This design comes from an exercise in tuning for small area, a short achievable clock period and few clock cycles per item on the open sky130 flow, not from production work. RTL that was checked went through simulation tests only; none was proved equivalent to the original. Power is estimated from default activity; no workload was simulated.

==> build 40 <==
## keyframe_tangent_unit
module keyframe_tangent_unit
#(
   parameter int FRAC_BITS = 16
)
(
   input  wire logic        clock,
   input  wire logic        reset,
   input  wire logic        csr_wen,
   input  wire logic [1:0]  csr_wdata,    
   input  wire logic        req_tvalid,
   output logic             req_tready,
   input  wire logic [63:0] req_tdata,    
   input  wire logic        req_tlast,
   output logic             rsp_tvalid,
   input  wire logic        rsp_tready,
   output logic [63:0]      rsp_tdata,    
   output logic [9:0]       rsp_tuser,    
   output logic             rsp_tlast
);
==> flow/config.mk <==
export PLATFORM = sky130hd
export DESIGN_NAME = keyframe_tangent_unit
export DESIGN_NICKNAME = keyframe_tangent_unit
export VERILOG_FILES = /design/flow/design.v
export SDC_FILE = /design/flow/constraint.sdc
export NUM_CORES = 4
export LEC_CHECK = 0
export CAP_MARGIN = 20
export CORE_MARGIN = 2
export CORE_UTILIZATION = 40
export PLACE_DENSITY = 0.6
export SLEW_MARGIN = 20
==> flow/constraint.sdc <==
create_clock -name core_clock -period 11.0 [get_ports {clock}]
set_input_delay 2.2000 -clock core_clock [delete_from_list [all_inputs] [get_ports {clock}]]
set_output_delay 2.2000 -clock core_clock [all_outputs]
set_load 0.01 [all_outputs]
standard.sh (not shown) runs the stock make flow with config.mk's settings and CLKGATE_MAP_FILE= SYNTH_SCRIPT=/design/flow/synth_recipe.tcl, a recipe that flattens the netlist after the stock synthesis.
==> flow/flow/run.sh <==
#!/bin/bash
# Standard layout, with repair_timing aiming below the design's period.
set -o pipefail
export SETUP_SLACK_MARGIN=6
bash standard.sh > standard.log 2>&1
==> build 30 (differences from build 40) <==
--- a/flow/design.v
+++ b/flow/design.v
@@ -157,11 +157,11 @@
    input  wire logic        rsp_tready,
    output logic [63:0]      rsp_tdata,    
    output logic [9:0]       rsp_tuser,    
    output logic             rsp_tlast
 );
-   typedef enum logic [2:0] {S_PLAN, S_TIN, S_M2, S_M3, S_M4, S_DIV, S_FIX} state_type;
+   typedef enum logic [2:0] {S_PLAN, S_TIN, S_M2, S_M3, S_M4, S_DIV} state_type;
    typedef enum logic [1:0] {K_TIN, K_LIN, K_SM, K_RAT} kind_type;
    localparam logic [1:0] SEL_NK = 2'd0, SEL_KP = 2'd1, SEL_NP = 2'd2;
    logic [1:0]  mode_ff;
    logic [31:0] pt_ff, pv_ff, kt_ff, kv_ff, nt_ff, nv_ff;
    logic        hasp_ff, hask_ff, hasn_ff;
@@ -171,11 +171,11 @@
    state_type   state_ff;
    kind_type    kind_ff;
    logic [1:0]  xsel_ff, ysel_ff;
    logic [31:0] rem_ff, den_ff;
    logic [5:0]  cnt_ff;
-   logic        neg_ff, first_ff, ovf_ff, dz_ff, tin0_ff;
+   logic        neg_ff, first_ff, dz_ff, tin0_ff;
    logic        sok_ff, al4_ff, zsm_ff;
    logic        hiseg_ff;                          
    logic [31:0] odhi_ff, odlo_ff;
    logic        ov_ff, olast_ff;
    logic [1:0]  omode_ff;
@@ -197,16 +197,15 @@
    logic        hasn_eff, ready, wr_ok, is_lin, is_const, need_tin, smooth_full, smooth_ok;
    logic [1:0]  m;
    logic        first_move, plan_go, plan_tin, plan_lin, plan_sm, plan_simple;
    logic        zero_res, adv, adv_r;
    logic        do_skip, ovf_now, div_last, rc1, rc2, dysmall;
-   logic [31:0] nq;
-   logic        fix_neg, fin;
+   logic [29:0] nq;
    logic        den_load, stall;
    logic [33:0] den3;
    kft_add #(.W(34)) u_den3 (.a({2'b00, den_ff}), .b({1'b0, den_ff, 1'b0}), .cin(1'b0), .sum(den3));
-   kft_add #(.W(32)) u_nq (.a(~odlo_ff), .b(32'd0), .cin(1'b1), .sum(nq));
+   kft_add #(.W(30)) u_nq (.a(~odlo_ff[29:0]), .b(30'd0), .cin(1'b1), .sum(nq));
    logic [31:0] tq, tin;
    always_comb begin
       hasn_eff = hasn_ff && !klast_ff;
       ready = hask_ff && (hasn_eff || klast_ff);
       wr_ok = !ov_ff || rsp_tready;
@@ -232,28 +231,25 @@
       ys = (ysel_ff == SEL_NK) ? kv_ff : pv_ff;
       smooth_ok = !zx1_ff && !zy1_ff && !xzero && !yzero && ((sx1_ff ^ sy1_ff) == (xneg ^ yneg));
       do_skip8 = can_skip8 && (cnt_ff >= 6'd10);
       do_skip = do_skip8 || (can_skip && (cnt_ff >= 6'd6));
       stall = !do_skip && !den3ok_ff;
-      ovf_now = first_ff && digit[1] && !do_skip && !stall;
-      div_last = ovf_ff || (!do_skip && !stall && (cnt_ff == 6'd2));
-      fix_neg = neg_ff && !dz_ff && !ovf_ff && (kind_ff != K_RAT);
-      if (state_ff == S_FIX) begin
-         tq = nq;
-      end else if (dz_ff) begin
+      ovf_now = first_ff && digit[1];
+      div_last = !do_skip && !stall && ((cnt_ff == 6'd2) || ovf_now);
+      if (dz_ff) begin
          tq = 32'd0;
-      end else if (ovf_ff) begin
+      end else if (ovf_now) begin
          tq = neg_ff ? 32'h8000_0000 : kft_pkg::TAN_INF;
+      end else if (neg_ff) begin
+         tq = (digit != 2'd0) ? {~odlo_ff[29:0], 2'd0 - digit} : {nq, 2'b00};
       end else begin
          tq = {odlo_ff[29:0], digit};
       end
       tin = tin0_ff ? 32'd0 : odhi_ff;
-      fin = ((state_ff == S_DIV) && div_last && !fix_neg && (kind_ff != K_RAT)) ||
-            (state_ff == S_FIX);
       dysmall = (den_ff[31:2] == 30'd0) && (den_ff[1:0] != 2'b11);
-      rc1 = ovf_ff || ((odlo_ff[1:0] == 2'd1) && digit[1]);
-      rc2 = !ovf_ff && (odlo_ff[1:0] == 2'd0) && !digit[1];
+      rc1 = ovf_now || ((odlo_ff[1:0] == 2'd1) && digit[1]);
+      rc2 = !ovf_now && (odlo_ff[1:0] == 2'd0) && !digit[1];
       den_load = ((state_ff == S_PLAN) && plan_lin) || (state_ff == S_TIN) ||
                  ((state_ff == S_M2) && sok_ff) || ((state_ff == S_M4) && !zsm_ff);
    end
    function automatic logic [63:0] align(input logic [31:0] mag, input logic x4,
                                          input logic ratio);
@@ -331,11 +327,10 @@
                den_ff <= xmag;
                dz_ff <= xzero;
                neg_ff <= xneg ^ yneg;
                cnt_ff <= 6'd32;
                first_ff <= 1'b1;
-               ovf_ff <= 1'b0;
                tin0_ff <= !hasp_ff;
                kind_ff <= K_LIN;
                state_ff <= S_DIV;
             end else if (plan_sm) begin
                sok_ff <= smooth_ok;
@@ -349,11 +344,10 @@
             den_ff <= xmag;
             dz_ff <= xzero;
             neg_ff <= xneg ^ yneg;
             cnt_ff <= 6'd32;
             first_ff <= 1'b1;
-               ovf_ff <= 1'b0;
             kind_ff <= K_TIN;
             state_ff <= S_DIV;
          end
          S_M2: begin
             if (!sok_ff) begin
@@ -371,11 +365,10 @@
             end else begin
                {rem_ff, odlo_ff} <= align(ymag, 1'b0, 1'b1);
                dz_ff <= 1'b0;
                cnt_ff <= 6'd4;
                first_ff <= 1'b1;
-               ovf_ff <= 1'b0;
                kind_ff <= K_RAT;
                state_ff <= S_DIV;
             end
          end
          S_M4: begin
@@ -384,21 +377,17 @@
                den_ff <= xmag;
                dz_ff <= 1'b0;
                neg_ff <= xneg ^ yneg;
                cnt_ff <= 6'd32;
                first_ff <= 1'b1;
-               ovf_ff <= 1'b0;
                kind_ff <= K_SM;
                state_ff <= S_DIV;
             end else begin
                state_ff <= S_PLAN;
             end
          end
          S_DIV: begin
-            if (ovf_now) begin
-               ovf_ff <= 1'b1;
-            end
             if (do_skip8) begin
                first_ff <= 1'b0;
                rem_ff <= rem_skip8;
                odlo_ff <= quo_skip8;
                cnt_ff <= cnt_ff - 6'd8;
@@ -411,51 +400,47 @@
                first_ff <= 1'b0;
                rem_ff <= rem_step;
                odlo_ff <= quo_step;
                cnt_ff <= cnt_ff - 6'd2;
             end
-            if (div_last && fix_neg) begin
-               state_ff <= S_FIX;
-            end
-            if (div_last && (kind_ff == K_RAT)) begin
-               zsm_ff <= rc2 && dysmall;
-               al4_ff <= !(rc1 && dysmall) && (rc1 || rc2);
-               xsel_ff <= SEL_NP;
-               ysel_ff <= rc1 ? (dysmall ? SEL_NP : SEL_NK) : (rc2 ? SEL_KP : SEL_NP);
-               state_ff <= S_M4;
+            if (div_last) begin
+               unique case (kind_ff)
+                  K_RAT: begin
+                     zsm_ff <= rc2 && dysmall;
+                     al4_ff <= !(rc1 && dysmall) && (rc1 || rc2);
+                     xsel_ff <= SEL_NP;
+                     ysel_ff <= rc1 ? (dysmall ? SEL_NP : SEL_NK) : (rc2 ? SEL_KP : SEL_NP);
+                     state_ff <= S_M4;
+                  end
+                  K_TIN: begin
+                     odhi_ff <= tq;
+                     hiseg_ff <= 1'b1;
+                     state_ff <= S_PLAN;
+                  end
+                  K_LIN: begin
+                     ov_ff <= 1'b1;
+                     omode_ff <= kft_pkg::MODE_LINEAR;
+                     olast_ff <= 1'b0;
+                     odhi_ff <= tq;
+                     odlo_ff <= tin;
+                     hiseg_ff <= 1'b1;
+                     state_ff <= S_PLAN;
+                  end
+                  default: begin
+                     ov_ff <= 1'b1;
+                     omode_ff <= kft_pkg::MODE_SMOOTH;
+                     olast_ff <= 1'b0;
+                     odhi_ff <= tq;
+                     odlo_ff <= tq;
+                     hiseg_ff <= 1'b0;
+                     state_ff <= S_PLAN;
+                  end
+               endcase
             end
          end
-         S_FIX: begin
-            state_ff <= S_PLAN;
-         end
          default: state_ff <= S_PLAN;
       endcase
-      if (fin) begin
-         state_ff <= S_PLAN;
-         unique case (kind_ff)
-            K_TIN: begin
-               odhi_ff <= tq;
-               hiseg_ff <= 1'b1;
-            end
-            K_LIN: begin
-               ov_ff <= 1'b1;
-               omode_ff <= kft_pkg::MODE_LINEAR;
-               olast_ff <= 1'b0;
-               odhi_ff <= tq;
-               odlo_ff <= tin;
-               hiseg_ff <= 1'b1;
-            end
-            default: begin
-               ov_ff <= 1'b1;
-               omode_ff <= kft_pkg::MODE_SMOOTH;
-               olast_ff <= 1'b0;
-               odhi_ff <= tq;
-               odlo_ff <= tq;
-               hiseg_ff <= 1'b0;
-            end
-         endcase
-      end
       if (req_tvalid && req_tready) begin
          nt_ff <= req_tdata[31:0];
          nv_ff <= req_tdata[63:32];
          nmode_ff <= mode_ff;
          nlast_ff <= req_tlast;
==> trial 13 (differences from build 40) <==
--- a/flow/design.v
+++ b/flow/design.v
@@ -50,21 +50,21 @@
    input  wire logic [31:0] rem,
    input  wire logic [31:0] quo,
    input  wire logic [31:0] den,
    input  wire logic [33:0] den3,
    output logic             can_skip,
-   output logic             can_skip8,
+   output logic             can_skipb,
    output logic [1:0]       digit,
    output logic [31:0]      rem_step,
    output logic [31:0]      quo_step,
    output logic [31:0]      rem_skip,
    output logic [31:0]      quo_skip,
-   output logic [31:0]      rem_skip8,
-   output logic [31:0]      quo_skip8
+   output logic [31:0]      rem_skipb,
+   output logic [31:0]      quo_skipb
 );
    logic [31:0] lead;    
-   logic [31:0] mask, mask8;
+   logic [31:0] mask, maskb;
    logic [33:0] t;
    logic [34:0] d1, d2, d3;
    logic        ge1, ge2, ge3;
    kft_add #(.W(35)) u_s1 (.a({1'b0, rem, quo[31:30]}), .b(~{3'b000, den}), .cin(1'b1), .sum(d1));
    kft_add #(.W(35)) u_s2 (.a({1'b0, rem, quo[31:30]}), .b(~{2'b00, den, 1'b0}), .cin(1'b1), .sum(d2));
@@ -77,13 +77,13 @@
       for (int i = 0; i < 32; i++) begin
          mask[i] = (i + 5 <= 31) ? ~lead[(i + 5 <= 31) ? i + 5 : 31] : 1'b1;
       end
       can_skip = lead[4] && ~|(rem & mask);
       for (int i = 0; i < 32; i++) begin
-         mask8[i] = (i + 9 <= 31) ? ~lead[(i + 9 <= 31) ? i + 9 : 31] : 1'b1;
+         maskb[i] = (i + 15 <= 31) ? ~lead[(i + 15 <= 31) ? i + 15 : 31] : 1'b1;
       end
-      can_skip8 = lead[8] && ~|(rem & mask8);
+      can_skipb = lead[14] && ~|(rem & maskb);
       t = {rem, quo[31:30]};
       ge1 = ~d1[34];
       ge2 = ~d2[34];
       ge3 = ~d3[34];
       if (ge3) begin
@@ -99,13 +99,13 @@
          digit = 2'd0;
          rem_step = t[31:0];
       end
       quo_step = {quo[29:0], digit};
       rem_skip = {rem[27:0], quo[31:28]};
-      quo_skip = {quo[27:0], 4'b0000};
-      rem_skip8 = {rem[23:0], quo[31:24]};
-      quo_skip8 = {quo[23:0], 8'h00};
+      quo_skip = {quo[27:0], 4'd0};
+      rem_skipb = {rem[17:0], quo[31:18]};
+      quo_skipb = {quo[17:0], 14'd0};
    end
 endmodule
 `default_nettype wire
 `timescale 1ns / 1ps
 `default_nettype none
@@ -179,27 +179,27 @@
    logic [31:0] odhi_ff, odlo_ff;
    logic        ov_ff, olast_ff;
    logic [1:0]  omode_ff;
    logic [31:0] xf, xs, yf, ys, xmag, ymag;
    logic        xneg, xzero, yneg, yzero;
-   logic        can_skip, can_skip8, do_skip8;
+   logic        can_skip, can_skipb, do_skipb;
    logic [1:0]  digit;
-   logic [31:0] rem_step, quo_step, rem_skip, quo_skip, rem_skip8, quo_skip8;
+   logic [31:0] rem_step, quo_step, rem_skip, quo_skip, rem_skipb, quo_skipb;
    logic [33:0] den3_ff;
    logic        den3ok_ff;
    kft_absdiff u_x (.f(xf), .s(xs), .mag(xmag), .neg(xneg), .zero(xzero));
    kft_absdiff u_y (.f(yf), .s(ys), .mag(ymag), .neg(yneg), .zero(yzero));
    kft_divstep4 u_div (
       .rem(rem_ff), .quo(odlo_ff), .den(den_ff), .den3(den3_ff), .can_skip(can_skip),
-      .can_skip8(can_skip8), .rem_skip8(rem_skip8), .quo_skip8(quo_skip8),
+      .can_skipb(can_skipb), .rem_skipb(rem_skipb), .quo_skipb(quo_skipb),
       .digit(digit),
       .rem_step(rem_step), .quo_step(quo_step), .rem_skip(rem_skip), .quo_skip(quo_skip)
    );
    logic        hasn_eff, ready, wr_ok, is_lin, is_const, need_tin, smooth_full, smooth_ok;
    logic [1:0]  m;
    logic        first_move, plan_go, plan_tin, plan_lin, plan_sm, plan_simple;
-   logic        zero_res, adv, adv_r;
+   logic        zero_res, adv, adv_r, adv_p;
    logic        do_skip, ovf_now, div_last, rc1, rc2, dysmall;
    logic [31:0] nq;
    logic        fix_neg, fin;
    logic        den_load, stall;
    logic [33:0] den3;
@@ -222,19 +222,20 @@
       plan_sm = plan_go && !need_tin && smooth_full;
       plan_simple = plan_go && !need_tin && !(is_lin && hasn_eff) && !smooth_full;
       zero_res = ((state_ff == S_M2) && !sok_ff) || ((state_ff == S_M3) && dz_ff) ||
                  ((state_ff == S_M4) && zsm_ff);
       adv = plan_simple || plan_lin || zero_res || ((state_ff == S_M4) && !zsm_ff);
-      adv_r = ((state_ff == S_PLAN) && ready && !ov_ff && !need_tin && !smooth_full) ||
-              zero_res || ((state_ff == S_M4) && !zsm_ff);
+      adv_p = (state_ff == S_PLAN) && ready && !need_tin && !smooth_full;
+      adv_r = (adv_p && !ov_ff) || zero_res || ((state_ff == S_M4) && !zsm_ff) ||
+              !hasn_ff || first_move;
       xf = (xsel_ff == SEL_KP) ? kt_ff : nt_ff;
       xs = (xsel_ff == SEL_NK) ? kt_ff : pt_ff;
       yf = (ysel_ff == SEL_KP) ? kv_ff : nv_ff;
       ys = (ysel_ff == SEL_NK) ? kv_ff : pv_ff;
       smooth_ok = !zx1_ff && !zy1_ff && !xzero && !yzero && ((sx1_ff ^ sy1_ff) == (xneg ^ yneg));
-      do_skip8 = can_skip8 && (cnt_ff >= 6'd10);
-      do_skip = do_skip8 || (can_skip && (cnt_ff >= 6'd6));
+      do_skipb = can_skipb && (cnt_ff >= 6'd16);
+      do_skip = do_skipb || (can_skip && (cnt_ff >= 6'd6));
       stall = !do_skip && !den3ok_ff;
       ovf_now = first_ff && digit[1] && !do_skip && !stall;
       div_last = ovf_ff || (!do_skip && !stall && (cnt_ff == 6'd2));
       fix_neg = neg_ff && !dz_ff && !ovf_ff && (kind_ff != K_RAT);
       if (state_ff == S_FIX) begin
@@ -248,19 +249,19 @@
       end
       tin = tin0_ff ? 32'd0 : odhi_ff;
       fin = ((state_ff == S_DIV) && div_last && !fix_neg && (kind_ff != K_RAT)) ||
             (state_ff == S_FIX);
       dysmall = (den_ff[31:2] == 30'd0) && (den_ff[1:0] != 2'b11);
-      rc1 = ovf_ff || ((odlo_ff[1:0] == 2'd1) && digit[1]);
-      rc2 = !ovf_ff && (odlo_ff[1:0] == 2'd0) && !digit[1];
+      rc1 = (digit == 2'd3);
+      rc2 = (digit == 2'd0);
       den_load = ((state_ff == S_PLAN) && plan_lin) || (state_ff == S_TIN) ||
                  ((state_ff == S_M2) && sok_ff) || ((state_ff == S_M4) && !zsm_ff);
    end
    function automatic logic [63:0] align(input logic [31:0] mag, input logic x4,
                                          input logic ratio);
       if (ratio) begin
-         align = {1'b0, mag, 31'd0};
+         align = {mag, 32'd0};
       end else if (x4) begin
          align = {14'd0, mag, 18'd0};
       end else begin
          align = {16'd0, mag, 16'd0};
       end
@@ -369,11 +370,11 @@
             if (dz_ff) begin
                state_ff <= S_PLAN;
             end else begin
                {rem_ff, odlo_ff} <= align(ymag, 1'b0, 1'b1);
                dz_ff <= 1'b0;
-               cnt_ff <= 6'd4;
+               cnt_ff <= 6'd2;
                first_ff <= 1'b1;
                ovf_ff <= 1'b0;
                kind_ff <= K_RAT;
                state_ff <= S_DIV;
             end
@@ -395,15 +396,15 @@
          end
          S_DIV: begin
             if (ovf_now) begin
                ovf_ff <= 1'b1;
             end
-            if (do_skip8) begin
+            if (do_skipb) begin
                first_ff <= 1'b0;
-               rem_ff <= rem_skip8;
-               odlo_ff <= quo_skip8;
-               cnt_ff <= cnt_ff - 6'd8;
+               rem_ff <= rem_skipb;
+               odlo_ff <= quo_skipb;
+               cnt_ff <= cnt_ff - 6'd14;
             end else if (do_skip) begin
                first_ff <= 1'b0;
                rem_ff <= rem_skip;
                odlo_ff <= quo_skip;
                cnt_ff <= cnt_ff - 6'd4;
@@ -472,11 +473,11 @@
          xsel_ff <= SEL_NK;
          ysel_ff <= SEL_NK;
       end
    end
    always_comb begin
-      req_tready = !hasn_ff || adv_r || first_move;
+      req_tready = adv_r || (adv_p && rsp_tready);
       rsp_tvalid = ov_ff;
       rsp_tdata = {odhi_ff, odlo_ff};
       rsp_tlast = olast_ff;
       unique case (omode_ff)
          kft_pkg::MODE_LINEAR: rsp_tuser = {4'd2, 4'd2, 1'b1, 1'b0};
==> comparison table <==
| quantity | trial 13 | build 30 | build 40 |
|---|---|---|---|
| Global placement routability congestion | 1.022 | 0.9992 | 0.9628 |
| Count of flip-flops with a built-in enable after synthesis | 313 | 280 | 313 |
| Total power divided by cell area | 182.8 mW/mm^2 | 278.3 mW/mm^2 | 164.5 mW/mm^2 |
| Most common cell after layout, fill and taps aside | sky130_fd_sc_hd__edfxtp_1 | sky130_fd_sc_hd__a21oi_1 | sky130_fd_sc_hd__edfxtp_1 |
| Total routed wirelength | 101.0 mm | 113.5 mm | 99.87 mm |
| Multi-input combinational cell area | 0.01804 mm^2 | 0.01959 mm^2 | 0.01774 mm^2 |
| Largest fanout of any net on the critical path | 2 | 4 | 16 |
| Clock latency reported for the late side of the worst-skew pair | 600 ps | 610 ps | 620 ps |
| Y dimension of the die | 278.4 um | 280.4 um | 276.3 um |
| Count of non-CTS inverters in the layout | 158 | 168 | 166 |
| End point of the critical path | req_tready | odlo_ff[30]$_DFF_P_ | rem_ff[13]$_DFFE_PP_ |
| Number of antenna diodes | 2 | 2 | 1 |
| Result of the run | complete, no violations | complete, no violations | complete, no violations |
| Multi-input gate count | 2420 | 2596 | 2420 |
| Seq/Total Area, Yosys | 36.79% | 35.12% | 37.36% |
| Sequential cell area | 0.01108 mm^2 | 0.01074 mm^2 | 0.01109 mm^2 |
Testbench counts of build 30, summed over its fixed seeds: cycles 54,370, items 8,035.
Only the layout flow was run in build 40 and trial 13; the RTL was not checked for function there.

static timing again, ports no longer ideal:
In the flow no input, the clock included, has a driving cell. The finished layouts below were timed again as built, in two steps.
Step 1 (the two cells are an assumption about what drives the block):
set clk [get_ports {clock}]
set_driving_cell -lib_cell sky130_fd_sc_hd__clkbuf_16 $clk
set_driving_cell -lib_cell sky130_fd_sc_hd__buf_2 [delete_from_list [all_inputs] $clk]
Step 2 times the ports against the registers' clock, not the clock port: input delays grow and output delays shrink by t, the midpoint of the rising clock arrivals with the driver on.
Three values: ideal ports, drivers, drivers and shift; two values: the first two.
| run | shift t [ns] | slack for setup (ns) | worst setup path after step 2 |
|---|---|---|---|
| build 40 | 0.663 | 6.110 / 6.110 / 5.559 | input to register |
| build 30 | 0.675 | 5.926 / 5.926 / 5.555 | input to register |
| trial 13 | 0.655 | 5.708 / 5.661 / 5.661 | input to output |
After both steps setup and hold are still met in every run listed. For build 40, which loses most, drivers alone change the setup slack by 0.000 ns; drivers and shift together by -0.551 ns.
